Background: an optimization exercise with open tools, aiming at small area and a short achievable clock period. Do not read the settings as production practice. At most, simulation tests tie the RTL to the original design; equivalence was not proved. No functional check of the RTL was part of run 1. No activity file was given, so power comes from the tool's default toggle rates.

==> design.v <==
module mem_responder #(
    parameter int DATA_W      = 8,
    parameter int ADDR_W      = 8,
    parameter int WAIT_CYCLES = 1
) (
    input  logic              clk,
    input  logic              rst,
    input  logic              MemRead,
    input  logic              MemWrite,
    input  logic [ADDR_W-1:0] Addr,
    input  logic [DATA_W-1:0] WriteData,
    output logic [DATA_W-1:0] ReadData,
    output logic              Ready,
    output logic              Busy,
    output logic              Err,
    output logic [DATA_W-1:0] IOOut
);
    localparam int RL    = 2;                   
    localparam int RLEN  = 1 << RL;             
    localparam int MB    = (ADDR_W - RL) / 2;   
    localparam int HB    = ADDR_W - RL - MB;    
    localparam int NM    = 1 << MB;
    localparam int NH    = 1 << HB;
    localparam int NRING = NH * NM;
    localparam int NTAP  = RLEN / 2;            
    localparam int NWL   = NRING * NTAP;
    localparam int NGRP  = 8;                   
    localparam int GSIZE = NWL / NGRP;
    logic r_busy, r_busyOut, r_wait, r_access, r_done, r_err;
    logic w_accept, w_illegal;
    assign w_accept  = !r_busy && (MemRead ^ MemWrite);
    assign w_illegal = !r_busy && MemRead && MemWrite;
    always_ff @(posedge clk) begin
        if (rst) begin
            r_busy    <= 1'b0;
            r_busyOut <= 1'b0;
            r_wait    <= 1'b0;
            r_access  <= 1'b0;
            r_done    <= 1'b0;
            r_err     <= 1'b0;
        end else begin
            r_busy    <= (!r_busy && (MemRead || MemWrite)) || r_wait || r_access;
            r_busyOut <= w_accept || w_illegal || r_wait || r_access;
            r_wait    <= w_accept;
            r_access  <= r_wait;
            r_done    <= r_access;
            r_err     <= w_illegal;
        end
    end
    logic [RL:0]   r_cnt;
    logic [RL-1:0] w_phase;
    always_ff @(posedge clk) begin
        r_cnt <= r_cnt + 1'b1;
    end
    assign w_phase = r_cnt[RL-1:0];
    logic [NH-1:0]     w_hiIn;
    logic [NM-1:0]     w_midIn;
    logic [NTAP-1:0]   w_tapIn;       
    logic [NTAP-1:0]   w_tapNext;     
    logic [RL-1:0]     w_slotNext;
    logic [RLEN-1:0]   r_lsel [NTAP];  
    always_ff @(posedge clk) begin
        for (int i = 0; i < NTAP; i++)
            for (int l = 0; l < RLEN; l++)
                r_lsel[i][l] <= (RL'(l + w_phase + 1'b1) == RL'(2 * i + 1));
    end
    assign w_slotNext = RL'(Addr[RL-1:0] + w_phase + 1'b1);
    for (genvar i = 0; i < NH; i++) begin : g_hiIn
        assign w_hiIn[i] = (Addr[ADDR_W-1:ADDR_W-HB] == HB'(i));
    end
    for (genvar i = 0; i < NM; i++) begin : g_midIn
        assign w_midIn[i] = (Addr[RL+MB-1:RL] == MB'(i));
    end
    for (genvar i = 0; i < NTAP; i++) begin : g_tapIn
        assign w_tapIn[i]   = r_lsel[i][Addr[RL-1:0]];
        assign w_tapNext[i] = (w_slotNext == RL'(2 * i + 1));
    end
    logic              r_isWrite;
    logic              r_isIo;
    logic [NH-1:0]     r_hi;
    logic [NM-1:0]     r_mid;
    logic [RL-1:0]     r_lo;
    logic [DATA_W-1:0] r_wdata;
    logic [NTAP-1:0]   r_tapW;        
    always_ff @(posedge clk) begin
        if (!r_busy) begin
            r_isWrite <= MemWrite;
            r_isIo    <= &Addr;
            r_hi      <= w_hiIn;
            r_mid     <= w_midIn;
            r_lo      <= Addr[RL-1:0];
            r_wdata   <= WriteData;
        end
        r_tapW <= w_tapNext;
    end
    logic              w_load;
    logic [NH-1:0]     r_wbHi;
    logic [NM-1:0]     r_wbMid;
    logic [RL-1:0]     r_wbLo;
    logic [DATA_W-1:0] r_wbData;
    logic [RL:0]       w_wbVNext;
    logic              r_wbMatch;     
    logic              r_wbMatchB;    
    logic              r_wbFlip;      
    assign w_load    = r_access && r_isWrite && !rst && !r_isIo;
    assign w_wbVNext = (RL + 1)'((w_load ? r_lo : r_wbLo) + r_cnt + 1'b1);
    always_ff @(posedge clk) begin
        if (w_load) begin
            r_wbHi   <= r_hi;
            r_wbMid  <= r_mid;
            r_wbLo   <= r_lo;
            r_wbData <= r_wdata;
        end
        r_wbMatch  <= (w_wbVNext[RL-1:0] == RL'(RLEN - 1));
        r_wbMatchB <= (w_wbVNext[RL-1:0] == RL'(RLEN - 1));
        r_wbFlip   <= w_wbVNext[RL];
    end
    logic [DATA_W-1:0] r_ring [NRING][RLEN];
    logic [NRING-1:0]  w_we;
    logic [NRING-1:0]  w_keep;
    logic [DATA_W-1:0] w_wd;
    assign w_wd = r_wbData ^ {DATA_W{r_wbFlip}};
    for (genvar j = 0; j < NRING; j++) begin : g_ring
        assign w_we[j]   = r_wbMatch && r_wbHi[j / NM] && r_wbMid[j % NM];
        assign w_keep[j] = !(r_wbMatchB && r_wbHi[j / NM] && r_wbMid[j % NM]);
        always_ff @(posedge clk) begin
            r_ring[j][0] <= ~((r_ring[j][RLEN-1] & {DATA_W{w_keep[j]}}) | (w_wd & {DATA_W{w_we[j]}}));
            for (int k = 1; k < RLEN; k++) r_ring[j][k] <= r_ring[j][k-1];
        end
    end
    logic [NH-1:0]      w_hiS;
    logic [NM-1:0]      w_midS;
    logic [NTAP-1:0]    w_tapS;
    logic [NWL-1:0]     w_wl;
    logic [NGRP-1:0]    r_part [DATA_W];
    logic [DATA_W-1:0]  w_look;        
    logic [DATA_W-1:0]  r_rdHold;
    logic               r_fwd;
    logic               r_rdPol;
    logic [RL:0]        w_vPrev;
    assign w_hiS  = r_busy ? r_hi  : w_hiIn;
    assign w_midS = r_busy ? r_mid : w_midIn;
    assign w_tapS = r_busy ? r_tapW : w_tapIn;
    for (genvar j = 0; j < NRING; j++) begin : g_wl
        for (genvar i = 0; i < NTAP; i++) begin : g_tap
            assign w_wl[j * NTAP + i] = w_hiS[j / NM] && w_midS[j % NM] && w_tapS[i];
        end
    end
    always_ff @(posedge clk) begin
        for (int b = 0; b < DATA_W; b++) begin
            for (int g = 0; g < NGRP; g++) begin
                logic acc;
                acc = 1'b0;
                for (int x = g * GSIZE; x < (g + 1) * GSIZE; x++) begin
                    acc = acc | (w_wl[x] && r_ring[x / NTAP][2 * (x % NTAP) + 1][b]);
                end
                r_part[b][g] <= acc;
            end
        end
    end
    always_comb begin
        for (int b = 0; b < DATA_W; b++) w_look[b] = |r_part[b];
    end
    assign w_vPrev = (RL + 1)'(r_lo + r_cnt - 1'b1);
    always_ff @(posedge clk) begin
        r_rdHold <= w_look;
        r_fwd    <= (r_hi == r_wbHi) && (r_mid == r_wbMid) && (r_lo == r_wbLo);
        r_rdPol  <= w_vPrev[RL];
    end
    logic [DATA_W-1:0] r_ioOut;
    always_ff @(posedge clk) begin
        if (rst) begin
            r_ioOut <= '0;
        end else if (r_access && r_isWrite && r_isIo) begin
            r_ioOut <= r_wdata;
        end
    end
    assign IOOut = r_ioOut;
    logic [DATA_W-1:0] r_readData;
    always_ff @(posedge clk) begin
        if (rst) begin
            r_readData <= '0;
        end else if (r_access && !r_isWrite) begin
            r_readData <= r_isIo ? r_ioOut : (r_fwd ? r_wbData : (r_rdHold | w_look) ^ {DATA_W{r_rdPol}});
        end
    end
    assign ReadData = r_readData;
    assign Ready    = r_done;
    assign Busy     = r_busyOut;
    assign Err      = r_err;
endmodule
==> flow/run.sh <==
#!/bin/bash
# Layout flow: the standard ORFS flow (standard.sh), with the port buffers made
# from a plain buffer instead of the delay buffer buffer_ports picks by itself, and
# with repair_timing allowed to resize across cell footprints. The make output goes
# to flow_make.log here; ORFS keeps each step's log under orfs/logs/.
set -euo pipefail
bash standard.sh \
    "BUFFER_PORTS_ARGS=-buffer_cell sky130_fd_sc_hd__buf_4" \
    "MATCH_CELL_FOOTPRINT=0" \
    finish > flow_make.log 2>&1
==> standard.sh <==
#!/bin/bash
# synth_recipe.tcl (not shown) runs the flow's synth.tcl, then flattens the netlist and writes it again
# the make line also repeats each setting of config.mk as NAME=value (left out here)
make -C /OpenROAD-flow-scripts/flow DESIGN_CONFIG=/design/flow/config.mk WORK_HOME=/design/flow/orfs CLKGATE_MAP_FILE= SYNTH_SCRIPT=/design/flow/synth_recipe.tcl "${@:-finish}"
==> config.mk <==
export PLATFORM = sky130hd
export DESIGN_NAME = mem_responder
export DESIGN_NICKNAME = mem_responder
export VERILOG_FILES = /design/flow/design.v
export SDC_FILE = /design/flow/constraint.sdc
export NUM_CORES = 4
export LEC_CHECK = 0
export CAP_MARGIN = 20
export CORE_MARGIN = 2
export CORE_UTILIZATION = 55
export SETUP_SLACK_MARGIN = 1.4
export SLEW_MARGIN = 20
==> constraint.sdc <==
create_clock -name core_clock -period 3.6 [get_ports {clk}]
set_input_delay 0.7200 -clock core_clock [delete_from_list [all_inputs] [get_ports {clk}]]
set_output_delay 0.7200 -clock core_clock [all_outputs]
set_load 0.01 [all_outputs]
==> summary.txt, run 1 <==
syn nets = 4776
Worst EP arrival = 3.07 ns
dpl cell area = 60500 sq um
Core Region = 105000 sq um
worst setup margin = 1.19 ns
CTS buffer count = 201
Reg clk slew, reported paths = 0.06 ns
fmax = 414 MHz
Crit Path Category = flop to flop
global route overflow = 0
Pwr Density = 954 nW/um^2
crit-path max FO = 14
Final Wtd Congestion = 0.860
slowest cell on the critical path = or4_1
Most used DFF post-synth = dfxtp_1
post-synth top area share = 0.746
Final Hold Violating Endpoints = 0
HPWL Detailed = 96.4 mm
number of DRC markers in iteration 0 = 3971
setup_tns = 0 ns
YS warnings = 4
reg2reg start = r_busy$_SDFF_PP0_
Top Ports = 39
Yosys cell types = 68
Final Instance Area = 70000 sq um
min-delay src = WriteData[7]
flops & latches, synth = 2209
clock skew = 0.0353 ns
Area contributors post-synth = dfxtp_1 (75%), a21oi_1 (4.4%), nor2_1 (3.4%)
Die Width = 330 um
# H-tree levels = 4
die area = 109000 sq um
status = finished clean
Total Nets Final = 4964
drt drc = 0
Reg2Reg Setup Slack = 1.19 ns
1st-pass router iterations = 6
most frequent cell after synthesis = dfxtp_1
Total GRT Usage = 0.307
min-delay worst type = input port to flop
cell area after synthesis = 58300 sq um
CTS tree = built
register area share after synthesis = 0.764
Port Buffers = 38
Mapped Cells = 4747
delay-heaviest family, CP = simple AND/OR/NAND/NOR gates
LEAKAGE = 28.1 nW
hold path cells = 1
pre-CTS setup slack = 0.506 ns
global-route wire length before repair = 242 mm
CP Launch Type = flop
hold slack final = 0.0968 ns
Final setup viols = 0
Final Max Tran Viols = 0
CTS hold repair buffers = 0
Die H = 330 um
largest area contributor in the netlist = dfxtp_1
crit-path cells = buf_12, inv_1, buf_4, nor2_1, nor2_4, buf_6, and3_1, or4_1
buffer and inverter count on the worst path = 4
clock period minus worst slack = 2.41 ns
clock sinks = 2209
crit share post-route = 0.671
via count = 37300
CP Capture Type = flop
initial core utilization = 0.554
largest net degree at the start of global routing = 65
vias in the first global route = 35200
WL final = 172 mm
CP required = 4.26 ns
syn_area_per_cell = 12.3 sq um
root buffer cell = clkbuf_16
hold worst-path end = r_wdata[7]$_DFFE_PN_
Crit path largest cell delay = 0.54 ns
Wirelength per Cell = 26.4 um
initial antenna violation count = 10
synth cell count leaders = dfxtp_1 (2173), nor2_1 (536), a21oi_1 (516), o21ai_0 (278), clkbuf_1 (220)
vias per cell = 5.74
EDFF count, synth = 36
DRT antenna net count = 0
Reg2Reg Depth = 8
actual slew at the worst max-slew pin = 1.08 ns
RSZ-0062 raised after global routing = yes
area delta synth->final = 19.9%
maxcap violations = 0
clk latency of the worst-skew pair = 0.81 ns
capturing point of the worst reg2reg path = r_part[1][3]$_DFF_P_
Tot Pwr = 66.8 mW
max_slew headroom = 0.277
ys async rst share = 0
Max rail drop VDD = 0.000782 V
row count = 119
layout cells sized above 1 = 0.151
Max clock buf depth = 3
per-layer routing:
metal,up-vias,part of all wire,GRT usage
li1,17000,-,-
met1,18300,0.44,0.431
met2,1654,0.44,0.466
met3,394,0.086,0.0692
met4,12,0.034,0.113
met5,-,0.00043,0
power by group:
part | switching (mW) | leakage [nW] | internal (mW) | total, mW
clock network | 9.08 | 3.50 | 13.1 | 22.2
registers | 4.23 | 18.6 | 34.5 | 38.8
logic | 3.61 | 6.00 | 2.24 | 5.85
total | 16.9 | 28.1 | 49.9 | 66.8
cell usage in the layout (no fill, tap or decap), drive strengths merged, types with 16 or more instances in the layout:
cell    instances
o22ai          29
xnor2          24
xor2           16
a22o          131
a31oi          51
and3           17
o21ai         278
inv            25
clkbuf        323
a21oi         516
nor2          539
nor3           58
and2           19
nand4          64
edfxtp         36
nor4           21
a222oi         48
nand2          94
clkinv         43
bufinv         18
a22oi         166
dfxtp        2173
buf           241
nand3          29
per-stage QoR:
step,util,std cells
2_1_floorplan,-,4747
3_3_place_gp,0.574,5998
3_5_place_dp,0.574,5998
4_1_cts,0.653,6455
5_1_grt,0.665,6499
6_report,0.665,6502
logic make-up after synthesis:
family	Yosys count	synth area share
simple gates	884	0.0674
mux	14	0.00247
fa+ha+maj	9	0.00206
flops	2209	0.764
buf+inv	302	0.0210
xor+xnor	40	0.00600
compound gates	1289	0.137
cell type report:
| class | instances | area [sq um] |
|---|---|---|
| flip-flops and latches | 2209 | 44600 |
| clock buffers | 303 | 6180 |
| repair buffers | 261 | 3080 |
| diodes | 3 | 7.51 |
| multi-input cells | 2240 | 13300 |
| well taps | 1391 | 1740 |
| inverters | 19 | 130 |
| repair inverters | 3 | 28.8 |
| clock inverters | 73 | 881 |
| fillers | 7761 | 35300 |
how the worst max path moves through the flow:
stage | from | end | depth (start not counted)
floorplan | Addr[3] | r_part[1][3]$_DFF_P_ | 7
global placement | r_busy$_SDFF_PP0_ | r_part[7][1]$_DFF_P_ | 6
detailed placement | r_busy$_SDFF_PP0_ | r_part[7][1]$_DFF_P_ | 6
CTS | r_busy$_SDFF_PP0_ | r_part[6][3]$_DFF_P_ | 9
global route | r_busy$_SDFF_PP0_ | r_part[1][3]$_DFF_P_ | 9
finish | r_busy$_SDFF_PP0_ | r_part[1][3]$_DFF_P_ | 8
worst reg2reg max path: cells and delay by family, from the launching register on:
family | cells | cell delay, ns
simple gates | 4 | 1.21
buf+inv | 4 | 0.66
flops | 1 | 0.40
timing repair:
action                     in CTS  in global routing
gates resized for setup        95                135
cloned                         21                 12
setup endpoints to repair     137                101
pin swaps                      46                131
buffers inserted               60                 32
flip-flops by register name, indices dropped and copies added (netlist names), 2 cells and up:
| register | cells |
|---|---|
| r_wbMid | 8 |
| r_cnt | 3 |
| r_hi | 8 |
| r_wdata | 8 |
| r_wbData | 8 |
| r_lo | 2 |
| r_ioOut | 8 |
| r_rdHold | 8 |
| r_ring | 2048 |
| r_wbLo | 2 |
| r_wbHi | 8 |
| r_tapW | 2 |
| r_mid | 8 |
| r_lsel | 4 |
| r_part | 64 |
| r_readData | 8 |
==> run 2, diff against run 1 <==
--- a/design.v
+++ b/design.v
@@ -28,4 +28,5 @@
     localparam int GSIZE = NWL / NGRP;
     logic r_busy, r_busyOut, r_wait, r_access, r_done, r_err;
+    logic r_selHi, r_selMid, r_selTap;
     logic w_accept, w_illegal;
     assign w_accept  = !r_busy && (MemRead ^ MemWrite);
@@ -35,4 +36,7 @@
             r_busy    <= 1'b0;
             r_busyOut <= 1'b0;
+            r_selHi   <= 1'b0;
+            r_selMid  <= 1'b0;
+            r_selTap  <= 1'b0;
             r_wait    <= 1'b0;
             r_access  <= 1'b0;
@@ -42,4 +46,7 @@
             r_busy    <= (!r_busy && (MemRead || MemWrite)) || r_wait || r_access;
             r_busyOut <= w_accept || w_illegal || r_wait || r_access;
+            r_selHi   <= (!r_busyOut && (MemRead || MemWrite)) || r_wait || r_access;
+            r_selMid  <= (!r_selHi && (MemRead || MemWrite)) || r_wait || r_access;
+            r_selTap  <= (!r_selMid && (MemRead || MemWrite)) || r_wait || r_access;
             r_wait    <= w_accept;
             r_access  <= r_wait;
@@ -139,7 +146,7 @@
     logic               r_rdPol;
     logic [RL:0]        w_vPrev;
-    assign w_hiS  = r_busy ? r_hi  : w_hiIn;
-    assign w_midS = r_busy ? r_mid : w_midIn;
-    assign w_tapS = r_busy ? r_tapW : w_tapIn;
+    assign w_hiS  = r_selHi  ? r_hi   : w_hiIn;
+    assign w_midS = r_selMid ? r_mid  : w_midIn;
+    assign w_tapS = r_selTap ? r_tapW : w_tapIn;
     for (genvar j = 0; j < NRING; j++) begin : g_wl
         for (genvar i = 0; i < NTAP; i++) begin : g_tap
==> flow/run.sh (replaced) <==
#!/bin/bash
# Layout flow: the standard ORFS flow (standard.sh) with three changes:
# - the port buffers are a plain buffer instead of the delay buffer that
#   buffer_ports picks by itself;
# - repair_timing may resize across cell footprints;
# - clock tree synthesis adds no dummy loads.
# The make output goes to flow_make.log here; ORFS keeps each step's log under
# orfs/logs/.
set -euo pipefail
bash standard.sh \
    "BUFFER_PORTS_ARGS=-buffer_cell sky130_fd_sc_hd__buf_4" \
    "MATCH_CELL_FOOTPRINT=0" \
    "CTS_ARGS=-sink_clustering_enable -repair_clock_nets -dont_use_dummy_load" \
    finish > flow_make.log 2>&1
--- a/config.mk
+++ b/config.mk
@@ -9,4 +9,4 @@
 export CORE_MARGIN = 2
 export CORE_UTILIZATION = 55
-export SETUP_SLACK_MARGIN = 1.4
+export SETUP_SLACK_MARGIN = 1.5
 export SLEW_MARGIN = 20
==> summary.txt, run 2 <==
Final Wtd Congestion = 0.813 (-5.4%)
Total GRT Usage = 0.302 (-0.00469)
CP required = 4.21 ns (-0.05 ns)
met1 GRT Util = 0.418 (-0.0123)
min-delay worst type = input port to flop
cell area after synthesis = 58000 sq um (-0.65%)
buffer and inverter count on the worst path = 3 (-1)
flops & latches, synth = 2212 (+0.14%)
drt drc = 0 (unchanged)
pre-CTS setup slack = 0.305 ns (-0.201 ns)
Max clock buf depth = 3 (unchanged)
met3 GRT Util = 0.0605 (-0.00870)
most flop-heavy register = r_ring
crit share post-route = 0.640 (-0.0308)
crit-path max FO = 9 (-5)
commonest cells after routing, fill and taps aside = dfxtp_1 (2157), a21oi_1 (552), nor2_1 (546)
Port Buffers = 38 (unchanged)
Yosys cell types = 66 (-2.9%)
global-route wire length before repair = 237 mm (-2.1%)
Die H = 329 um (-0.32%)
row count = 119 (unchanged)
worst setup margin = 1.30 ns (+0.111 ns)
post-synth top area share = 0.746 (about the same)
met2 usage = 0.461 (-0.00490)
status = finished clean
crit-path cells = buf_4, and3b_1, mux2_8, buf_12, buf_4, a22oi_2, nand3_1, a22oi_2, o211ai_1
CP Capture Type = flop
syn nets = 4629 (-3.1%)
CTS tree = built
Final setup viols = 0 (unchanged)
EDFF count, synth = 52 (+44%)
Reg clk slew, reported paths = 0.06 ns (about the same)
LEAKAGE = 27.6 nW (-1.8%)
register area share after synthesis = 0.773 (+0.00876)
dpl cell area = 60200 sq um (-0.36%)
Final Instance Area = 69000 sq um (-1.4%)
die area = 108000 sq um (-0.64%)
syn_area_per_cell = 12.6 sq um (+2.5%)
Worst EP arrival = 2.92 ns (-0.15 ns)
largest area contributor in the netlist = dfxtp_1
max_slew headroom = 0.253 (-0.0242)
DRT antenna net count = 0 (unchanged)
Total Nets Final = 4909 (-1.1%)
max FFs per register = 2048 (unchanged)
Mapped Cells = 4600 (-3.1%)
Die Width = 329 um (-0.32%)
Final Max Tran Viols = 0 (unchanged)
register area = 44800 sq um (+0.50%)
clock sinks = 2212 (+0.14%)
Wirelength per Cell = 27.6 um (+4.5%)
clock skew = 0.0331 ns (-0.00216 ns)
CP Launch Type = input port
fill cell count = 7833 (+0.93%)
setup_tns = 0 ns (unchanged)
initial core utilization = 0.552 (-0.00202)
layout cells sized above 1 = 0.164 (+0.0131)
CTS hold repair buffers = 0 (unchanged)
largest registers = r_ring: 2048 flops, r_part: 64 flops
number of DRC markers in iteration 0 = 4127 (+3.9%)
Top Ports = 39 (unchanged)
global route overflow = 0 (unchanged)
Util after Layout = 0.658 (-0.00717)
Crit path largest cell delay = 0.47 ns (-0.07 ns)
most common cell after layout, fill and taps aside = dfxtp_1
initial antenna violation count = 7 (-3)
Pwr Density = 882 nW/um^2 (-7.6%)
area delta synth->final = 19.1%
most frequent cell after synthesis = dfxtp_1
1st-pass router iterations = 6 (unchanged)
maxcap violations = 0 (unchanged)
# H-tree levels = 4 (unchanged)
root buffer cell = clkbuf_16
synth cell count leaders = dfxtp_1 (2160), a21oi_1 (564), nor2_1 (551), a22oi_1 (317), clkbuf_1 (165)
Crit Path Category = input port to flop
ys async rst share = 0 (unchanged)
multi-input logic area = 13900 sq um (+3.9%)
Area contributors post-synth = dfxtp_1 (75%), a21oi_1 (4.9%), a22oi_1 (4.1%)
Max rail drop VDD = 0.000583 V (-26%)
vias in the first global route = 34700 (-1.3%)
vias per cell = 5.80 (+1.0%)
slowest cell on the critical path = mux2_8
largest net degree at the start of global routing = 67 (+3.1%)
via count = 36300 (-2.6%)
Most used DFF post-synth = dfxtp_1
clk latency of the worst-skew pair = 0.79 ns (-0.02 ns)
clock period minus worst slack = 2.30 ns (-0.111 ns)
HPWL Detailed = 88.5 mm (-8.3%)
Core Region = 105000 sq um (-0.28%)
actual slew at the worst max-slew pin = 1.12 ns (+0.0363 ns)
CTS buffer count = 201 (unchanged)
fmax = 434 MHz (+4.8%)
RSZ-0062 raised after global routing = yes
GR peak layer = met2
Final Hold Violating Endpoints = 0 (unchanged)
delay-heaviest family, CP = compound AO/OA/AOI/OAI gates
WL final = 173 mm (+0.79%)
YS warnings = 4 (unchanged)
run 2: metrics by stage:
stage,total power [mW],hold slack (ns),std cells
after floorplan,38.9,0.310,4600
after global routing,63.1,0.118,6269
after detailed placement,42.0,0.312,5852
after CTS,60.3,0.0976,6171
after global placement,41.7,0.310,5852
final,60.9,0.135,6270
run 2: final timing paths:
check | slack [ns] | cells past startpoint | end | startpoint
setup / recovery | 1.30 | 9 | r_part[3][0]$_DFF_P_ | Addr[2]
setup reg to reg | 1.31 | 4 | r_ring[240][0]$_DFF_P_ | r_wbMatch$_DFF_P_
hold reg to reg | 0.30 | 0 | r_ring[235][0]$_DFF_P_ | r_ring[234][0]$_DFF_P_
hold / removal | 0.13 | 1 | r_wdata[1]$_DFFE_PN_ | WriteData[1]
run 2: report_power, final:
part | leakage, nW | switching (mW) | total (mW) | internal, mW
sequential | 18.7 | 3.67 | 36.7 | 33.0
combinational | 6.46 | 3.91 | 6.31 | 2.40
clock | 2.48 | 8.18 | 17.9 | 9.74
total | 27.6 | 15.8 | 60.9 | 45.1
run 2: kinds of logic after synthesis:
group / count (synthesis) / synth area share
xor gates and xnor gates: 40 / 0.00604
DFF: 2212 / 0.773
and+or+nand+nor: 879 / 0.0641
AOI/OAI and AO/OA: 1166 / 0.131
buffers and inverters: 274 / 0.0204
muxes: 20 / 0.00367
adders and majority gates: 9 / 0.00207
run 2: layer usage:
metal  part of all wire  vias up  wire length [um]
li1                   -    16500                 -
met4              0.048        8              8340
met5            0.00027        -                46
met2               0.44     1562             76200
met1               0.43    17800             74500
met3              0.081      419             14100
run 2: cell type report:
class	count	share of cell area
sequential	2212	0.649
multi-input combinational	2144	0.201
clock buffer	201	0.0729
timing repair buffer	306	0.0510
tap	1391	0.0252
inverter	15	0.000870
antenna	1	0.0000363
run 2: worst register-to-register path: stages, from the launching register on:
cell and delay (ns):
dfxtp_1 0.59, and2_1 0.60, nand2_1 0.64, nor2_1 0.25, a21oi_1 0.05
run 2: repair_timing:
action,4_1_cts,5_1_grt
resized for setup,135,173
setup endpoints to repair,388,258
pin swaps,35,89
gates cloned,30,21
setup buffers,88,77
==> run 3, diff against run 2 <==
==> flow/run.sh (replaced) <==
#!/bin/bash
# Layout flow: the standard ORFS flow (standard.sh) with three changes:
# - the port buffers are a plain buffer instead of the delay buffer that
#   buffer_ports picks by itself;
# - repair_timing may resize across cell footprints;
# - clock tree synthesis adds no dummy loads and clusters up to 30 sinks per
#   leaf buffer.
# The make output goes to flow_make.log here; ORFS keeps each step's log under
# orfs/logs/.
set -euo pipefail
bash standard.sh \
    "BUFFER_PORTS_ARGS=-buffer_cell sky130_fd_sc_hd__buf_4" \
    "MATCH_CELL_FOOTPRINT=0" \
    "CTS_ARGS=-sink_clustering_enable -repair_clock_nets -dont_use_dummy_load -sink_clustering_size 30 -sink_clustering_max_diameter 60" \
    finish > flow_make.log 2>&1
--- a/config.mk
+++ b/config.mk
@@ -8,5 +8,5 @@
 export CAP_MARGIN = 20
 export CORE_MARGIN = 2
-export CORE_UTILIZATION = 55
+export CORE_UTILIZATION = 62
 export SETUP_SLACK_MARGIN = 1.5
 export SLEW_MARGIN = 20
==> summary.txt, run 3 <==
Most used DFF post-synth = dfxtp_1
via count = 35100 (-3.3%)
Seq pwr share = 0.657 (+0.055)
largest registers = r_ring: 2048 flops, r_part: 64 flops
global route overflow = 0 (unchanged)
Mapped Cells = 4600 (unchanged)
row count = 112 (-5.9%)
CTS buffer count = 119 (-41%)
EDFF count, synth = 52 (unchanged)
clock period minus worst slack = 2.30 ns (-0.00212 ns)
vias per cell = 5.86 (+1.2%)
syn nets = 4629 (unchanged)
CP Launch Type = input port
pre-CTS setup slack = 0.613 ns (+0.308 ns)
Port Buffers = 38 (unchanged)
CTS tree = built
Psw = 14.6 mW (-7.6%)
RSZ-0062 raised after global routing = yes
Reg clk slew, reported paths = 0.08 ns (+0.02 ns)
clock sinks = 2212 (unchanged)
Clock power frac = 0.235 (-0.059)
worst setup margin = 1.30 ns (+0.00212 ns)
flops & latches, synth = 2212 (unchanged)
Final Instance Area = 66000 sq um (-4.4%)
most common cell after layout, fill and taps aside = dfxtp_1
clk latency of the worst-skew pair = 0.74 ns (-0.05 ns)
most flop-heavy register = r_ring
Area contributors post-synth = dfxtp_1 (75%), a21oi_1 (4.9%), a22oi_1 (4.1%)
Max rail drop VDD = 0.000576 V (-1.0%)
Core Region = 93000 sq um (-11%)
largest net degree at the start of global routing = 65 (-3.0%)
layout cells sized above 1 = 0.132 (-0.0323)
sw frac = 0.262 (+0.00284)
initial antenna violation count = 6 (-1)
slowest cell on the critical path = a222oi_1
DRT antenna net count = 0 (unchanged)
HPWL Detailed = 83.8 mm (-5.2%)
Final Hold Violating Endpoints = 0 (unchanged)
max FFs per register = 2048 (unchanged)
Final Max Tran Viols = 0 (unchanged)
crit-path max FO = 9 (unchanged)
register area share after synthesis = 0.773 (unchanged)
crit-path cells = buf_4, and3b_1, mux2_8, buf_12, a222oi_1, o21ai_0, or4_1
Top Ports = 39 (unchanged)
YS warnings = 4 (unchanged)
Total GRT Usage = 0.317 (+0.0154)
fill cell count = 6490 (-17%)
largest area contributor in the netlist = dfxtp_1
maxcap violations = 0 (unchanged)
root buffer cell = clkbuf_16
filler-free cell count of the finished design = 5992 (-4.4%)
die area = 96000 sq um (-11%)
ys async rst share = 0 (unchanged)
number of DRC markers in iteration 0 = 3680 (-11%)
Yosys cell types = 66 (unchanged)
CP required = 4.19 ns (-0.02 ns)
CTS hold repair buffers = 0 (unchanged)
cell area after synthesis = 58000 sq um (unchanged)
most frequent cell after synthesis = dfxtp_1
area delta synth->final = 13.9%
actual slew at the worst max-slew pin = 1.05 ns (-0.0683 ns)
vias in the first global route = 32700 (-5.8%)
setup_tns = 0 ns (unchanged)
LEAKAGE = 26.3 nW (-4.9%)
CP Capture Type = flop
Crit Path Category = input port to flop
Die H = 310 um (-5.7%)
GR peak layer = met2
Tot Pwr = 55.7 mW (-8.6%)
crit share post-route = 0.639 (about the same)
Die Width = 310 um (-5.7%)
Pwr Density = 843 nW/um^2 (-4.4%)
global-route wire length before repair = 221 mm (-6.5%)
DP Cell Count = 5712 (-2.4%)
met2 usage = 0.494 (+0.0330)
met1 GRT Util = 0.451 (+0.0326)
clock skew = 0.0625 ns (+0.0293 ns)
synth cell count leaders = dfxtp_1 (2160), a21oi_1 (564), nor2_1 (551), a22oi_1 (317), clkbuf_1 (165)
status = finished clean
fmax = 434 MHz (about the same)
drt drc = 0 (unchanged)
initial core utilization = 0.623 (+0.0707)
WL final = 161 mm (-7.2%)
post-synth top area share = 0.746 (unchanged)
Total Nets Final = 4768 (-2.9%)
Crit path largest cell delay = 0.51 ns (+0.04 ns)
Worst EP arrival = 2.90 ns (-0.02 ns)
# H-tree levels = 3 (-1)
internal power = 41.1 mW (-9.0%)
1st-pass router iterations = 6 (unchanged)
Max clock buf depth = 3 (unchanged)
min-delay worst type = input port to flop
dpl cell area = 60100 sq um (-0.25%)
Comb pwr share = 0.108 (+0.004)
syn_area_per_cell = 12.6 sq um (unchanged)
Wirelength per Cell = 26.8 um (-2.9%)
Final setup viols = 0 (unchanged)
max_slew headroom = 0.299 (+0.0455)
Final Wtd Congestion = 0.828 (+1.8%)
Reg2Reg Setup Slack = 1.30 ns (about the same)
met3 GRT Util = 0.0506 (-0.00987)
commonest cells after routing, fill and taps aside = dfxtp_1 (2157), a21oi_1 (555), nor2_1 (550)
[run 3: cell counts after synthesis]
No cell type changed its count.
[run 3: path summary, 6_finish.rpt]
check | endpoint | start | cells after the start
hold reg to reg | r_ring[17][7]$_DFF_P_ | r_ring[16][7]$_DFF_P_ | 0
hold / removal | r_wdata[7]$_DFFE_PN_ | WriteData[7] | 1
setup / recovery | r_part[6][3]$_DFF_P_ | Addr[3] | 7
setup reg to reg | r_part[6][3]$_DFF_P_ | r_selMid$_SDFF_PP0_ | 6
[run 3: area by class of cell]
class                           instances  area (sq um)  share of cell area
Clock buffer                          119          2980              0.0451
Tap cell                             1254          1570              0.0238
Timing Repair Buffer                  252          2980              0.0452
Sequential cell                      2212         44800               0.679
Inverter                               15          60.1            0.000910
Multi-Input combinational cell       2139         13600               0.206
Antenna cell                            1          2.50           0.0000379
[run 3: power by group through the flow]
stage	clock [mW]	combinational (mW)	sequential [mW]
floorplan	0	3.44	35.5
global placement	0	5.01	36.6
detailed placement	0	5.09	36.9
CTS	13.2	5.59	36.4
global route	14.1	6.43	37.2
finish	13.1	6.03	36.5
[run 3: logic make-up (layout without fill, tap and decap cells)]
kind of cell / after synthesis / count (layout) / share of synthesized area
mux: 20 / 42 / 0.00367
buf+inv: 274 / 386 / 0.0204
fa+ha+maj: 9 / 9 / 0.00207
other cells: 0 / 1 / 0
xor+xnor: 40 / 40 / 0.00604
compound gates: 1166 / 1166 / 0.131
flops: 2212 / 2212 / 0.773
simple gates: 879 / 882 / 0.0641
[run 3: through the flow]
stage           util  hold slack [ns]
2_1_floorplan      -            0.310
3_3_place_gp   0.646            0.309
3_5_place_dp   0.646            0.312
4_1_cts        0.693            0.133
5_1_grt        0.709            0.130
6_report       0.709            0.165
[run 3: routing by layer]
layer  routed length, um  part of all wire
met5                  69           0.00043
met2               71400              0.44
met4                6610             0.041
met1               70000              0.44
met3               12600             0.079
[run 3: worst max-delay path: cells and delay by family]
family	cells	cell delay (ns)
multiplexers	1	0.44
AND/OR/NAND/NOR	2	0.76
AO/OA/AOI/OAI	2	0.64
buffers and inverters	2	0.31
[run 3: repair_timing]
action                                  4_1_cts  5_1_grt
endpoints found under the setup margin      170      282
gates cloned                                 26       20
buffers inserted                             61       53
pin swaps                                    41       77
gates resized for setup                     108      138
==> run 4, diff against run 3 <==
--- a/design.v
+++ b/design.v
@@ -25,5 +25,5 @@
     localparam int NTAP  = RLEN / 2;            
     localparam int NWL   = NRING * NTAP;
-    localparam int NGRP  = 8;                   
+    localparam int NGRP  = 16;                  
     localparam int GSIZE = NWL / NGRP;
     logic r_busy, r_busyOut, r_wait, r_access, r_done, r_err;
--- a/config.mk
+++ b/config.mk
@@ -8,5 +8,5 @@
 export CAP_MARGIN = 20
 export CORE_MARGIN = 2
-export CORE_UTILIZATION = 62
-export SETUP_SLACK_MARGIN = 1.5
+export CORE_UTILIZATION = 66
+export SETUP_SLACK_MARGIN = 1.7
 export SLEW_MARGIN = 20
==> summary.txt, run 4 <==
global-route wire length before repair = 243 mm (+9.9%)
Most used DFF post-synth = dfxtp_1
CTS buffer count = 117 (-1.7%)
largest registers = r_ring: 2048 flops, r_part: 128 flops
clk latency of the worst-skew pair = 0.75 ns (about the same)
EDFF count, synth = 52 (unchanged)
most common cell after layout, fill and taps aside = dfxtp_1
register area share after synthesis = 0.766 (-0.00696)
Mapped Cells = 4853 (+5.5%)
crit share post-route = 0.602 (-0.0376)
most flop-heavy register = r_ring
root buffer cell = clkbuf_16
fill cell count = 5284 (-19%)
DRT antenna net count = 0 (unchanged)
syn nets = 4882 (+5.5%)
layout cells sized above 1 = 0.207 (+0.0751)
hold path cells = 1 (unchanged)
vias in the first global route = 37100 (+13%)
Yosys cell types = 71 (+7.6%)
Total GRT Usage = 0.351 (+0.0342)
min-delay src = WriteData[7]
commonest cells after routing, fill and taps aside = dfxtp_1 (2193), a21oi_1 (602), nor2_1 (576)
ys async rst share = 0 (unchanged)
syn_area_per_cell = 12.4 sq um (-1.6%)
RSZ-0062 raised after global routing = yes
maxcap violations = 0 (unchanged)
CP required = 4.22 ns (+0.03 ns)
min-delay worst type = input port to flop
Reg2Reg Setup Slack = 1.43 ns (+0.14 ns)
Tot Pwr = 57.5 mW (+3.3%)
via count = 38500 (+9.7%)
HPWL Detailed = 92.2 mm (+10%)
Met3 Routed Length = 16.6 mm (+31%)
Crit Path Category = flop to flop
fmax = 462 MHz (+6.2%)
cell area after synthesis = 60200 sq um (+3.8%)
Reg2Reg Depth = 10 (+4)
Port Buffers = 38 (unchanged)
actual slew at the worst max-slew pin = 0.683 ns (-0.369 ns)
reg2reg start = r_selMid$_SDFF_PP0_
global route overflow = 0 (unchanged)
setup_tns = 0 ns (unchanged)
clock skew = 0.0727 ns (+0.0102 ns)
Max clock buf depth = 3 (unchanged)
synth cell count leaders = dfxtp_1 (2224), a21oi_1 (633), nor2_1 (582), a22oi_1 (382), clkbuf_1 (194)
area delta synth->final = 18.6%
1st-pass router iterations = 6 (unchanged)
hold worst-path end = r_wdata[7]$_DFFE_PN_
max FFs per register = 2048 (unchanged)
Core Region = 90100 sq um (-3.1%)
CTS tree = built
status = finished clean
crit-path max FO = 6 (-3)
Max rail drop VDD = 0.000682 V (+18%)
Final setup viols = 0 (unchanged)
Total Nets Final = 5160 (+8.2%)
largest area contributor in the netlist = dfxtp_1
clock sinks = 2276 (+2.9%)
flops & latches, synth = 2276 (+2.9%)
Die Width = 306 um (-1.2%)
drt drc = 0 (unchanged)
vias per cell = 6.11 (+4.2%)
most frequent cell after synthesis = dfxtp_1
Met2 Wirelength = 75.3 mm (+5.4%)
WL met1 = 71.6 mm (+2.3%)
YS warnings = 4 (unchanged)
Worst EP arrival = 2.79 ns (-0.11 ns)
initial antenna violation count = 5 (-1)
Final Hold Violating Endpoints = 0 (unchanged)
Final Wtd Congestion = 0.859 (+3.8%)
largest net degree at the start of global routing = 65 (unchanged)
top sig layer = met5
LEAKAGE = 28.2 nW (+7.3%)
number of DRC markers in iteration 0 = 4645 (+26%)
max_slew headroom = 0.545 (+0.246)
Die H = 306 um (-1.2%)
Reg clk slew, reported paths = 0.10 ns (+0.02 ns)
post-synth top area share = 0.740 (-0.00598)
Wirelength per Cell = 27.2 um (+1.5%)
WL final = 172 mm (+6.8%)
clock period minus worst slack = 2.17 ns (-0.135 ns)
# H-tree levels = 3 (unchanged)
capturing point of the worst reg2reg path = r_part[0][8]$_DFF_P_
Final Max Tran Viols = 0 (unchanged)
CP Launch Type = flop
initial core utilization = 0.667 (+0.0444)
Area contributors post-synth = dfxtp_1 (74%), a21oi_1 (5.3%), a22oi_1 (4.8%)
CP Capture Type = flop
Pwr Density = 805 nW/um^2 (-4.5%)
die area = 93600 sq um (-2.5%)
Top Ports = 39 (unchanged)
row count = 110 (-1.8%)
run 4: stage by stage:
step | instance area [sq um] | hold slack, ns | instances | setup WS [ns] | utilization
after global placement | 62700 | 0.310 | 5896 | 0.431 | 0.695
after detailed placement | 62700 | 0.312 | 5896 | 0.412 | 0.695
after CTS | 69800 | 0.151 | 6247 | 1.52 | 0.774
after global routing | 71400 | 0.163 | 6305 | 1.43 | 0.792
after floorplan | 61500 | 0.310 | 4853 | 0.704 | -
final | 71400 | 0.192 | 6307 | 1.43 | 0.792
run 4: layer usage:
metal,global-route usage,vias to the layer above
met4,0.159,2
met3,0.0731,424
met2,0.534,1915
met5,0,-
met1,0.489,19000
li1,-,17300
run 4: how the worst max path moves through the flow:
| stage | to | from | cells after the start | slack [ns] |
|---|---|---|---|---|
| after floorplan | r_wbMatch$_DFF_P_ | rst | 8 | 0.70 |
| after global placement | r_part[3][10]$_DFF_P_ | Addr[0] | 6 | 0.43 |
| after detailed placement | r_part[4][10]$_DFF_P_ | Addr[0] | 6 | 0.41 |
| after CTS | r_part[1][13]$_DFF_P_ | r_selMid$_SDFF_PP0_ | 6 | 1.52 |
| after global routing | r_part[4][13]$_DFF_P_ | r_selMid$_SDFF_PP0_ | 10 | 1.43 |
| final | r_part[0][8]$_DFF_P_ | r_selMid$_SDFF_PP0_ | 10 | 1.43 |
run 4: report_power, final:
part           switching (mW)  total (mW)  internal, mW  leakage (nW)
combinational            3.98        6.70          2.72          7.54
sequential               3.91        37.6          33.7          19.2
clock                    7.46        13.2          5.76          1.44
run 4: cell type report:
class                           instances  area [sq um]  area share
Antenna cell                            2          5.00   0.0000701
Multi-Input combinational cell       2306         15600       0.218
Clock buffer                          117          2930      0.0410
Inverter                               16          60.1    0.000841
Tap cell                             1176          1470      0.0206
Sequential cell                      2276         46100       0.646
Timing Repair Buffer                  414          5220      0.0732
run 4: what timing repair did:
action                                  in CTS  in global routing
pin swaps                                  148                187
resized for setup                          376                224
gates cloned                                52                 14
endpoints found under the setup margin     668                402
setup buffers                              182                 44
hold buffers                                 0                  0
run 4: logic make-up after synthesis:
logic type                 share of synthesized area
DFF                                            0.766
AOI/OAI and AO/OA                              0.136
and+or+nand+nor                               0.0691
buffers and inverters                         0.0198
xor gates and xnor gates                     0.00466
muxes                                        0.00229
adders and majority gates                    0.00200
run 4: critical path, cell delays in order (launching register included):
cell	delay [ns]
dfxtp_4	0.37
buf_8	0.14
buf_6	0.11
buf_8	0.13
nand2_8	0.07
nand2_8	0.11
buf_12	0.17
buf_8	0.13
a222oi_1	0.41
nor2_1	0.11
or3_1	0.32
==> run 5, diff against run 4 <==
--- a/design.v
+++ b/design.v
@@ -25,5 +25,5 @@
     localparam int NTAP  = RLEN / 2;            
     localparam int NWL   = NRING * NTAP;
-    localparam int NGRP  = 16;                  
+    localparam int NGRP  = 8;                   
     localparam int GSIZE = NWL / NGRP;
     logic r_busy, r_busyOut, r_wait, r_access, r_done, r_err;
--- a/config.mk
+++ b/config.mk
@@ -6,7 +6,7 @@
 export NUM_CORES = 4
 export LEC_CHECK = 0
-export CAP_MARGIN = 20
+export CAP_MARGIN = 10
 export CORE_MARGIN = 2
-export CORE_UTILIZATION = 66
-export SETUP_SLACK_MARGIN = 1.7
-export SLEW_MARGIN = 20
+export CORE_UTILIZATION = 68
+export SETUP_SLACK_MARGIN = 1.6
+export SLEW_MARGIN = 10
==> summary.txt, run 5 <==
crit share post-route = 0.629 (+0.0269)
Yosys cell types = 66 (-7.0%)
Reg clk slew, reported paths = 0.10 ns (about the same)
vias in the first global route = 35000 (-5.7%)
DRT antenna net count = 0 (unchanged)
Max rail drop VDD = 0.000611 V (-10%)
Core Region = 84900 sq um (-5.8%)
Tot Pwr = 55.5 mW (-3.4%)
CP Capture Type = flop
area delta synth->final = 14.4%
Max clock buf depth = 3 (unchanged)
max FFs per register = 2048 (unchanged)
clk latency of the worst-skew pair = 0.73 ns (-0.02 ns)
1st-pass router iterations = 9 (+3)
YS warnings = 4 (unchanged)
setup_tns = 0 ns (unchanged)
min-delay worst type = input port to flop
clock skew = 0.0646 ns (-0.00807 ns)
CTS buffer count = 105 (-10%)
maxcap violations = 0 (unchanged)
Final Hold Violating Endpoints = 0 (unchanged)
# H-tree levels = 3 (unchanged)
WL final = 172 mm (about the same)
ys async rst share = 0 (unchanged)
flops & latches, synth = 2212 (-2.8%)
Mapped Cells = 4600 (-5.2%)
hold slack final = 0.201 ns (+0.00919 ns)
CP Launch Type = flop
Total Nets Final = 4789 (-7.2%)
syn_area_per_cell = 12.6 sq um (+1.6%)
global route overflow = 0 (unchanged)
Final Wtd Congestion = 0.832 (-3.2%)
post-synth top area share = 0.746 (+0.00598)
Pwr Density = 838 nW/um^2 (+4.0%)
largest registers = r_ring: 2048 flops, r_part: 64 flops
Top Ports = 39 (unchanged)
largest net degree at the start of global routing = 65 (unchanged)
crit-path max FO = 5 (-1)
HPWL Detailed = 83.1 mm (-9.9%)
Crit Path Category = flop to flop
most frequent cell after synthesis = dfxtp_1
Final Instance Area = 66300 sq um (-7.1%)
layout cells sized above 1 = 0.144 (-0.0629)
global-route wire length before repair = 237 mm (-2.5%)
syn nets = 4629 (-5.2%)
status = finished clean
actual slew at the worst max-slew pin = 0.865 ns (+0.182 ns)
Reg2Reg Setup Slack = 1.34 ns (-0.10 ns)
RSZ-0062 raised after global routing = yes
clock sinks = 2212 (-2.8%)
Die H = 296 um (-3.3%)
largest area contributor in the netlist = dfxtp_1
via count = 37300 (-3.2%)
Worst EP arrival = 2.86 ns (+0.07 ns)
die area = 87600 sq um (-6.4%)
EDFF count, synth = 52 (unchanged)
clock period minus worst slack = 2.26 ns (+0.0967 ns)
Most used DFF post-synth = dfxtp_1
max_slew headroom = 0.423 (-0.122)
synth cell count leaders = dfxtp_1 (2160), a21oi_1 (564), nor2_1 (551), a22oi_1 (317), clkbuf_1 (165)
CTS tree = built
commonest cells after routing, fill and taps aside = dfxtp_1 (2155), a21oi_1 (557), nor2_1 (546)
LEAKAGE = 26.4 nW (-6.4%)
most common cell after layout, fill and taps aside = dfxtp_1
Area contributors post-synth = dfxtp_1 (75%), a21oi_1 (4.9%), a22oi_1 (4.1%)
Die Width = 296 um (-3.3%)
drt drc = 0 (unchanged)
number of DRC markers in iteration 0 = 4934 (+6.2%)
CTS hold repair buffers = 0 (unchanged)
row count = 107 (-2.7%)
Final setup viols = 0 (unchanged)
vias per cell = 6.32 (+3.3%)
initial core utilization = 0.683 (+0.0155)
DP Cell Count = 5578 (-5.4%)
Wirelength per Cell = 29.1 um (+6.8%)
root buffer cell = clkbuf_16
filler-free cell count of the finished design = 5906 (-6.4%)
Final Max Tran Viols = 0 (unchanged)
initial antenna violation count = 8 (+3)
register area share after synthesis = 0.773 (+0.00696)
Port Buffers = 38 (unchanged)
cell area after synthesis = 58000 sq um (-3.7%)
fmax = 442 MHz (-4.3%)
Total GRT Usage = 0.376 (+0.0245)
dpl cell area = 59700 sq um (-4.7%)
most flop-heavy register = r_ring
CP required = 4.19 ns (-0.03 ns)
fill cell count = 5282 (-0.038%)
run 5: cell count changes after synthesis, moves of 24 or more:
cell and delta:
nor2_1 -31, clkbuf_1 -29, nand2_1 -39, a221oi_1 +41, a31oi_1 +24, nand3_1 +43
a21oi_1 -69, a22oi_1 -65, dfxtp_1 -64, or2_2 -26
run 5: layout make-up:
class,count,area [sq um],area share
clock buffers,105,2630,0.0396
flip-flops and latches,2212,44800,0.676
multi-input cells,2153,14000,0.212
well taps,1144,1430,0.0216
repair buffers,273,3310,0.0500
diodes,4,10.0,0.000151
inverters,15,60.1,0.000906
run 5: cells by family (layout without fill, tap and decap cells):
family / Yosys count / in the layout / share of synthesized area
and+or+nand+nor: 879 / 885 / 0.0641
xor gates and xnor gates: 40 / 40 / 0.00604
AOI/OAI and AO/OA: 1166 / 1166 / 0.131
other: 0 / 4 / 0
adders and majority gates: 9 / 9 / 0.00207
DFF: 2212 / 2212 / 0.773
muxes: 20 / 53 / 0.00367
buffers and inverters: 274 / 393 / 0.0204
run 5: power breakdown:
| part | internal [mW] | switching (mW) | leakage, nW | total [mW] |
|---|---|---|---|---|
| Sequential | 32.9 | 3.83 | 18.7 | 36.8 |
| Clock | 5.20 | 7.18 | 1.29 | 12.4 |
| Combinational | 2.41 | 3.98 | 6.40 | 6.40 |
| Total | 40.6 | 15.0 | 26.4 | 55.5 |
run 5: timing repair:
action                     CTS  global route
cloned                      53            13
resized for setup          201           100
pin swaps                   70            54
buffers inserted           115            38
setup endpoints to repair  355           210
run 5: metal layers:
metal | up-vias | GRT usage | share of wire
met3 | 514 | 0.0992 | 0.11
met2 | 2252 | 0.556 | 0.43
met4 | 12 | 0.184 | 0.054
li1 | 16200 | - | -
met1 | 18300 | 0.517 | 0.40
met5 | - | 0 | 0.00098
run 5: critical path: stages, from the launching register on:
cell and delay (ns):
dfxtp_4 0.45, buf_12 0.17, buf_4 0.12, mux2_8 0.41, buf_12 0.18, a22o_1 0.22
a221oi_2 0.18, a21oi_1 0.10, a311o_1 0.33
run 5: through the flow:
step,util,setup WS (ns)
finish,0.781,1.34
global route,0.781,1.32
CTS,0.768,1.45
detailed placement,0.704,0.332
global placement,0.704,0.428
floorplan,-,1.17
run 5: worst paths after layout:
kind	from	end	cells after the start
min	WriteData[3]	r_wdata[3]$_DFFE_PN_	1
max	r_selMid$_SDFF_PP0_	r_part[2][2]$_DFF_P_	8
min reg2reg	r_ring[242][6]$_DFF_P_	r_ring[243][6]$_DFF_P_	0
max reg2reg	r_selMid$_SDFF_PP0_	r_part[2][2]$_DFF_P_	8
==> run 6, diff against run 5 <==
--- a/design.v
+++ b/design.v
@@ -27,6 +27,7 @@
     localparam int NGRP  = 8;                   
     localparam int GSIZE = NWL / NGRP;
+    localparam int NSEL = (1 << (ADDR_W - 2 - (ADDR_W - 2) / 2)) + (1 << ((ADDR_W - 2) / 2)) + 2;
     logic r_busy, r_busyOut, r_wait, r_access, r_done, r_err;
-    logic r_selHi, r_selMid, r_selTap;
+    logic [NSEL-1:0] r_sel;
     logic w_accept, w_illegal;
     assign w_accept  = !r_busy && (MemRead ^ MemWrite);
@@ -36,7 +37,5 @@
             r_busy    <= 1'b0;
             r_busyOut <= 1'b0;
-            r_selHi   <= 1'b0;
-            r_selMid  <= 1'b0;
-            r_selTap  <= 1'b0;
+            r_sel     <= '0;
             r_wait    <= 1'b0;
             r_access  <= 1'b0;
@@ -46,7 +45,6 @@
             r_busy    <= (!r_busy && (MemRead || MemWrite)) || r_wait || r_access;
             r_busyOut <= w_accept || w_illegal || r_wait || r_access;
-            r_selHi   <= (!r_busyOut && (MemRead || MemWrite)) || r_wait || r_access;
-            r_selMid  <= (!r_selHi && (MemRead || MemWrite)) || r_wait || r_access;
-            r_selTap  <= (!r_selMid && (MemRead || MemWrite)) || r_wait || r_access;
+            for (int k = 0; k < NSEL; k++)
+                r_sel[k] <= (!(k == 0 ? r_busyOut : r_sel[k-1]) && (MemRead || MemWrite)) || r_wait || r_access;
             r_wait    <= w_accept;
             r_access  <= r_wait;
@@ -146,7 +144,13 @@
     logic               r_rdPol;
     logic [RL:0]        w_vPrev;
-    assign w_hiS  = r_selHi  ? r_hi   : w_hiIn;
-    assign w_midS = r_selMid ? r_mid  : w_midIn;
-    assign w_tapS = r_selTap ? r_tapW : w_tapIn;
+    for (genvar h = 0; h < NH; h++) begin : g_hiS
+        assign w_hiS[h] = r_sel[h] ? r_hi[h] : w_hiIn[h];
+    end
+    for (genvar m = 0; m < NM; m++) begin : g_midS
+        assign w_midS[m] = r_sel[NH + m] ? r_mid[m] : w_midIn[m];
+    end
+    for (genvar i = 0; i < NTAP; i++) begin : g_tapS
+        assign w_tapS[i] = r_sel[NH + NM + i] ? r_tapW[i] : w_tapIn[i];
+    end
     for (genvar j = 0; j < NRING; j++) begin : g_wl
         for (genvar i = 0; i < NTAP; i++) begin : g_tap
==> summary.txt, run 6 <==
status = finished clean
cell area after synthesis = 58400 sq um (+0.76%)
register area share after synthesis = 0.772 (about the same)
WL final = 155 mm (-9.8%)
actual slew at the worst max-slew pin = 0.899 ns (+0.0345 ns)
most flop-heavy register = r_ring
CTS tree = built
root buffer cell = clkbuf_16
Tot Pwr = 55.6 mW (about the same)
CP Launch Type = flop
area delta synth->final = 13.1%
hold slack final = 0.216 ns (+0.0152 ns)
# H-tree levels = 3 (unchanged)
flops & latches, synth = 2227 (+0.68%)
Reg clk slew, reported paths = 0.08 ns (-0.02 ns)
CP Capture Type = flop
EDFF count, synth = 52 (unchanged)
1st-pass router iterations = 6 (-3)
Util after Layout = 0.776 (-0.00525)
global-route wire length before repair = 220 mm (-7.1%)
Top Ports = 39 (unchanged)
global route overflow = 0 (unchanged)
Seq pwr share = 0.663 (about the same)
most frequent cell after synthesis = dfxtp_1
Pwr Density = 841 nW/um^2 (+0.42%)
commonest cells after routing, fill and taps aside = dfxtp_1 (2165), nor2_1 (551), a21oi_1 (546)
Psw = 14.6 mW (-2.4%)
sw frac = 0.263 (-0.00666)
post-synth top area share = 0.745 (about the same)
filler-free cell count of the finished design = 5887 (-0.32%)
die area = 88300 sq um (+0.75%)
CTS hold repair buffers = 0 (unchanged)
clock sinks = 2227 (+0.68%)
Final Wtd Congestion = 0.843 (+1.3%)
min-delay worst type = input port to flop
vias in the first global route = 34400 (-1.8%)
RSZ-0062 raised after global routing = yes
synth cell count leaders = dfxtp_1 (2175), nor2_1 (554), a21oi_1 (548), a22oi_1 (309), clkbuf_1 (159)
pre-CTS setup slack = 0.693 ns (+0.361 ns)
drt drc = 0 (unchanged)
most common cell after layout, fill and taps aside = dfxtp_1
ys async rst share = 0 (unchanged)
Worst EP arrival = 2.65 ns (-0.21 ns)
Final Max Tran Viols = 0 (unchanged)
setup_tns = 0 ns (unchanged)
crit-path max FO = 7 (+2)
DRT antenna net count = 0 (unchanged)
fmax = 476 MHz (+7.6%)
CTS buffer count = 111 (+5.7%)
number of DRC markers in iteration 0 = 3829 (-22%)
largest area contributor in the netlist = dfxtp_1
Mapped Cells = 4612 (+0.26%)
Area contributors post-synth = dfxtp_1 (75%), a21oi_1 (4.7%), a22oi_1 (4.0%)
Final setup viols = 0 (unchanged)
clk latency of the worst-skew pair = 0.72 ns (about the same)
Die H = 297 um (+0.38%)
Yosys cell types = 66 (unchanged)
Port Buffers = 38 (unchanged)
clock skew = 0.0750 ns (+0.0104 ns)
largest registers = r_ring: 2048 flops, r_part: 64 flops, r_sel: 18 flops
Total GRT Usage = 0.334 (-0.0422)
CP required = 4.15 ns (-0.04 ns)
internal power = 40.9 mW (+0.98%)
Final Hold Violating Endpoints = 0 (unchanged)
Final Instance Area = 66100 sq um (-0.36%)
row count = 107 (unchanged)
Die Width = 297 um (+0.38%)
vias per cell = 6.06 (-4.0%)
LEAKAGE = 26.4 nW (about the same)
layout cells sized above 1 = 0.137 (-0.00708)
dpl cell area = 60600 sq um (+1.4%)
HPWL Detailed = 82.3 mm (-0.93%)
initial core utilization = 0.686 (+0.00305)
Crit Path Category = flop to flop
Comb pwr share = 0.109 (-0.006)
Clock power frac = 0.228 (+0.005)
syn_area_per_cell = 12.7 sq um (+0.50%)
worst setup margin = 1.50 ns (+0.160 ns)
Wirelength per Cell = 26.3 um (-9.5%)
clock period minus worst slack = 2.10 ns (-0.160 ns)
syn nets = 4641 (+0.26%)
via count = 35700 (-4.3%)
maxcap violations = 0 (unchanged)
largest net degree at the start of global routing = 74 (+14%)
crit share post-route = 0.584 (-0.0445)
Most used DFF post-synth = dfxtp_1
Core Region = 85100 sq um (+0.32%)
DP Cell Count = 5608 (+0.54%)
Max rail drop VDD = 0.000638 V (+4.4%)
max_slew headroom = 0.399 (-0.0238)
Max clock buf depth = 3 (unchanged)
initial antenna violation count = 5 (-3)
Total Nets Final = 4772 (-0.35%)
max FFs per register = 2048 (unchanged)
YS warnings = 4 (unchanged)
==> run 6: cell types whose count changed after synthesis, moves of 15 or more <==
cell	delta
nand4_1	-15
dfxtp_1	+15
a21oi_1	-16
a221oi_1	+25
a222oi_1	-19
and3_1	-18
a31oi_1	+18
or2_2	+15
o21ai_0	-29
nand2_1	-18
a22o_1	+45
==> run 6: worst max-delay path, cell delays in order, from the launching register on <==
cell	delay, ns
dfxtp_4	0.46
mux2_8	0.44
a22o_1	0.25
a221oi_2	0.21
a21oi_1	0.09
or4_1	0.52
==> run 6: logic make-up (layout without fill, tap and decap cells) <==
logic type,Yosys count,after routing,share of synthesized area
and+or+nand+nor,892,893,0.0655
AOI/OAI and AO/OA,1160,1162,0.131
DFF,2227,2227,0.772
other,0,2,0
xor gates and xnor gates,32,32,0.00480
muxes,22,39,0.00416
buffers and inverters,270,379,0.0201
adders and majority gates,9,9,0.00206
==> run 6: path summary, 6_finish.rpt <==
kind | cells past startpoint | endpoint | slack [ns] | from
worst max-delay path | 5 | r_part[4][6]$_DFF_P_ | 1.50 | r_sel[9]$_SDFF_PP0_
worst min register to register | 0 | r_ring[85][5]$_DFF_P_ | 0.27 | r_ring[84][5]$_DFF_P_
worst min-delay path | 1 | r_wdata[4]$_DFFE_PN_ | 0.22 | WriteData[4]
worst max register to register | 5 | r_part[4][6]$_DFF_P_ | 1.50 | r_sel[9]$_SDFF_PP0_
==> run 6: repair_timing <==
action                                  4_1_cts  5_1_grt
endpoints found under the setup margin      560      163
buffers inserted                             89       41
pin swaps                                    20       72
gates cloned                                 24       12
resized for setup                           101      100
==> run 6: metal layers <==
metal,global-route usage,part of all wire,vias to the layer above
li1,-,-,16200
met1,0.482,0.44,17500
met2,0.503,0.43,1668
met3,0.0616,0.093,295
met4,0.130,0.040,2
met5,0,0.000065,-
==> run 6: layout make-up <==
class / count / area, sq um
Tap cell: 1144 / 1430
Inverter: 14 / 52.6
Timing Repair Buffer: 254 / 2910
Sequential cell: 2227 / 45100
Clock buffer: 111 / 2780
Antenna cell: 2 / 5.00
Fill cell: 5316 / 19100
Multi-Input combinational cell: 2135 / 13800
==> run 6: power groups by stage <==
stage          Sequential, mW  Combinational [mW]  Clock, mW
2_1_floorplan            35.7                3.57          0
3_3_place_gp             36.8                5.07          0
3_5_place_dp             37.1                5.17          0
4_1_cts                  36.7                5.67       12.7
5_1_grt                  37.6                6.45       13.6
6_report                 36.9                6.07       12.6
==> run 7, diff against run 6 <==
--- a/config.mk
+++ b/config.mk
@@ -8,5 +8,5 @@
 export CAP_MARGIN = 10
 export CORE_MARGIN = 2
-export CORE_UTILIZATION = 68
+export CORE_UTILIZATION = 72
 export SETUP_SLACK_MARGIN = 1.6
 export SLEW_MARGIN = 10
==> summary.txt, run 7 <==
CTS buffer count = 104 (-6.3%)
Final Max Tran Viols = 0 (unchanged)
Pwr Density = 840 nW/um^2 (-0.18%)
CP required = 4.19 ns (+0.04 ns)
Total Nets Final = 4794 (+0.46%)
most flop-heavy register = r_ring
vias per cell = 6.31 (+4.0%)
max FFs per register = 2048 (unchanged)
fill cell count = 4459 (-16%)
DRT antenna net count = 0 (unchanged)
largest area contributor in the netlist = dfxtp_1
syn nets = 4641 (unchanged)
max_slew headroom = 0.254 (-0.145)
Most used DFF post-synth = dfxtp_1
row count = 104 (-2.8%)
delay-heaviest family, CP = simple AND/OR/NAND/NOR gates
clock sinks = 2227 (unchanged)
Mapped Cells = 4612 (unchanged)
dpl cell area = 60300 sq um (-0.38%)
Total GRT Usage = 0.369 (+0.0348)
actual slew at the worst max-slew pin = 1.12 ns (+0.220 ns)
Worst EP arrival = 2.72 ns (+0.07 ns)
initial antenna violation count = 5 (unchanged)
RSZ-0062 raised after global routing = yes
crit-path cells = buf_4, nor3b_4, buf_4, mux2_4, a22o_1, a221oi_2, a21oi_1, or4_1
most common cell after layout, fill and taps aside = dfxtp_1
Core Region = 80400 sq um (-5.6%)
crit-path max FO = 12 (+5)
number of DRC markers in iteration 0 = 4504 (+18%)
most frequent cell after synthesis = dfxtp_1
Die H = 289 um (-2.8%)
crit share post-route = 0.594 (+0.0102)
Final Hold Violating Endpoints = 0 (unchanged)
Tot Pwr = 55.5 mW (-0.12%)
via count = 36700 (+2.9%)
commonest cells after routing, fill and taps aside = dfxtp_1 (2167), nor2_1 (548), a21oi_1 (547)
layout cells sized above 1 = 0.144 (+0.00692)
Yosys cell types = 66 (unchanged)
EDFF count, synth = 52 (unchanged)
fmax = 467 MHz (-1.7%)
CP Capture Type = flop
min-delay worst type = input port to flop
status = finished clean
Crit path largest cell delay = 0.48 ns (-0.04 ns)
Final setup viols = 0 (unchanged)
drt drc = 0 (unchanged)
syn_area_per_cell = 12.7 sq um (unchanged)
Reg clk slew, reported paths = 0.11 ns (+0.03 ns)
synth cell count leaders = dfxtp_1 (2175), nor2_1 (554), a21oi_1 (548), a22oi_1 (309), clkbuf_1 (159)
worst setup margin = 1.46 ns (-0.0368 ns)
CP Launch Type = input port
largest registers = r_ring: 2048 flops, r_part: 64 flops, r_sel: 18 flops
YS warnings = 4 (unchanged)
vias in the first global route = 34900 (+1.6%)
clock period minus worst slack = 2.14 ns (+0.0368 ns)
register area share after synthesis = 0.772 (unchanged)
HPWL Detailed = 83.5 mm (+1.4%)
CP startpoint = Addr[2]
LEAKAGE = 26.5 nW (+0.33%)
pre-CTS setup slack = 0.621 ns (-0.0725 ns)
setup_tns = 0 ns (unchanged)
slowest cell on the critical path = or4_1
flops & latches, synth = 2227 (unchanged)
Top Ports = 39 (unchanged)
clock skew = 0.0769 ns (+0.00195 ns)
area delta synth->final = 13.2% (about the same)
Area contributors post-synth = dfxtp_1 (75%), a21oi_1 (4.7%), a22oi_1 (4.0%)
Die Width = 289 um (-2.8%)
CP dominant cell by count = buf_4
initial core utilization = 0.726 (+0.0403)
WL final = 163 mm (+5.0%)
ys async rst share = 0 (unchanged)
global route overflow = 0 (unchanged)
Final Instance Area = 66100 sq um (about the same)
global-route wire length before repair = 225 mm (+2.3%)
clk latency of the worst-skew pair = 0.71 ns (about the same)
cell area after synthesis = 58400 sq um (unchanged)
Wirelength per Cell = 27.9 um (+6.1%)
1st-pass router iterations = 6 (unchanged)
maxcap violations = 0 (unchanged)
min-delay src = WriteData[5]
Port Buffers = 38 (unchanged)
root buffer cell = clkbuf_16
largest net degree at the start of global routing = 65 (-12%)
CTS tree = built
buffer and inverter count on the worst path = 2 (+2)
# H-tree levels = 3 (unchanged)
Util after Layout = 0.822 (+0.0461)
Final Wtd Congestion = 0.820 (-2.7%)
Max rail drop VDD = 0.000630 V (-1.2%)
Crit Path Category = input port to flop
Max clock buf depth = 3 (unchanged)
die area = 83400 sq um (-5.5%)
reg2reg start = r_mid[1]$_DFFE_PN_
post-synth top area share = 0.745 (unchanged)
[run 7: cell counts after synthesis]
Identical to the previous run, type by type.
[run 7: final timing paths]
kind / to / cells past startpoint / slack (ns)
hold reg to reg: r_ring[227][1]$_DFF_P_ / 0 / 0.29
setup / recovery: r_part[5][6]$_DFF_P_ / 8 / 1.46
hold / removal: r_wdata[5]$_DFFE_PN_ / 1 / 0.25
setup reg to reg: r_part[5][6]$_DFF_P_ / 6 / 1.47
[run 7: power breakdown]
part / leakage (nW) / internal (mW) / switching (mW)
Clock: 1.28 / 5.15 / 7.13
Combinational: 6.36 / 2.39 / 3.84
Sequential: 18.8 / 33.1 / 3.89
Total: 26.5 / 40.7 / 14.9
[run 7: kinds of logic after synthesis]
| kind of cell | Yosys count | share of synthesized area |
|---|---|---|
| flip-flops | 2227 | 0.772 |
| AO/OA/AOI/OAI | 1160 | 0.131 |
| AND/OR/NAND/NOR | 892 | 0.0655 |
| buffers and inverters | 270 | 0.0201 |
| XOR/XNOR | 32 | 0.00480 |
| multiplexers | 22 | 0.00416 |
| adder cells (fa/ha/maj) | 9 | 0.00206 |
[run 7: what timing repair did]
action / in CTS / in global routing
endpoints found under the setup margin: 550 / 231
gates resized for setup: 109 / 118
pin swaps: 29 / 90
gates cloned: 24 / 17
hold buffers: 0 / 0
buffers inserted: 90 / 74
[run 7: area by class of cell]
class                           count  area [sq um]  share of cell area
Sequential cell                  2227         45100               0.683
Multi-Input combinational cell   2138         13800               0.209
Timing Repair Buffer              280          3160              0.0478
Clock buffer                      104          2600              0.0394
Tap cell                         1060          1330              0.0201
Inverter                           14          52.6            0.000795
Antenna cell                        1          2.50           0.0000379
[run 7: layer usage]
metal	GRT usage	vias up	share of wire
met4	0.169	6	0.052
met1	0.510	18100	0.41
li1	-	16300	-
met5	0	-	0.00021
met2	0.559	1958	0.44
met3	0.0824	421	0.11
[run 7: per-stage QoR]
stage	hold WS, ns	cells
3_3_place_gp	0.310	5514
3_5_place_dp	0.312	5514
6_report	0.249	5824
2_1_floorplan	0.310	4612
4_1_cts	0.219	5732
5_1_grt	0.230	5823

afterwards: timing with drivers on the ports:
In the flow no input, the clock included, has a driving cell. The finished layouts below were timed again as built, in two steps.
Step 1 assumes that a clkbuf_16 drives the clock port and a buf_2 every other input.
Step 2 also shifts input and output timing later by t, the mid clock arrival at the registers, as if the neighbouring blocks saw the same clock.
Three values: no drivers, after step 1, after step 2; two values: the first two.
run	t (ns)	setup WS [ns]	worst setup path at the end	worst data-port slew with drivers (ns)	pins driven straight from the clock port
run 1	0.863	1.186 / 1.186 / 0.673	input to register	0.14	1
run 2	0.844	1.296 / 1.307 / 0.477	input to register	0.09	1
run 3	0.779	1.298 / 1.262 / 0.483	input to register	0.14	1
run 4	0.780	1.434 / 1.434 / 0.868	input to register	0.03	1
run 5	0.764	1.337 / 1.337 / 0.657	input to register	0.10	1
run 6	0.754	1.497 / 1.497 / 0.806	input to register	0.05	1
run 7	0.747	1.460 / 1.467 / 0.762	input to register	0.03	1
After both steps setup and hold are still met in every run listed. For run 2, which loses most, drivers alone change the setup slack by +0.011 ns; drivers and shift together by -0.819 ns.
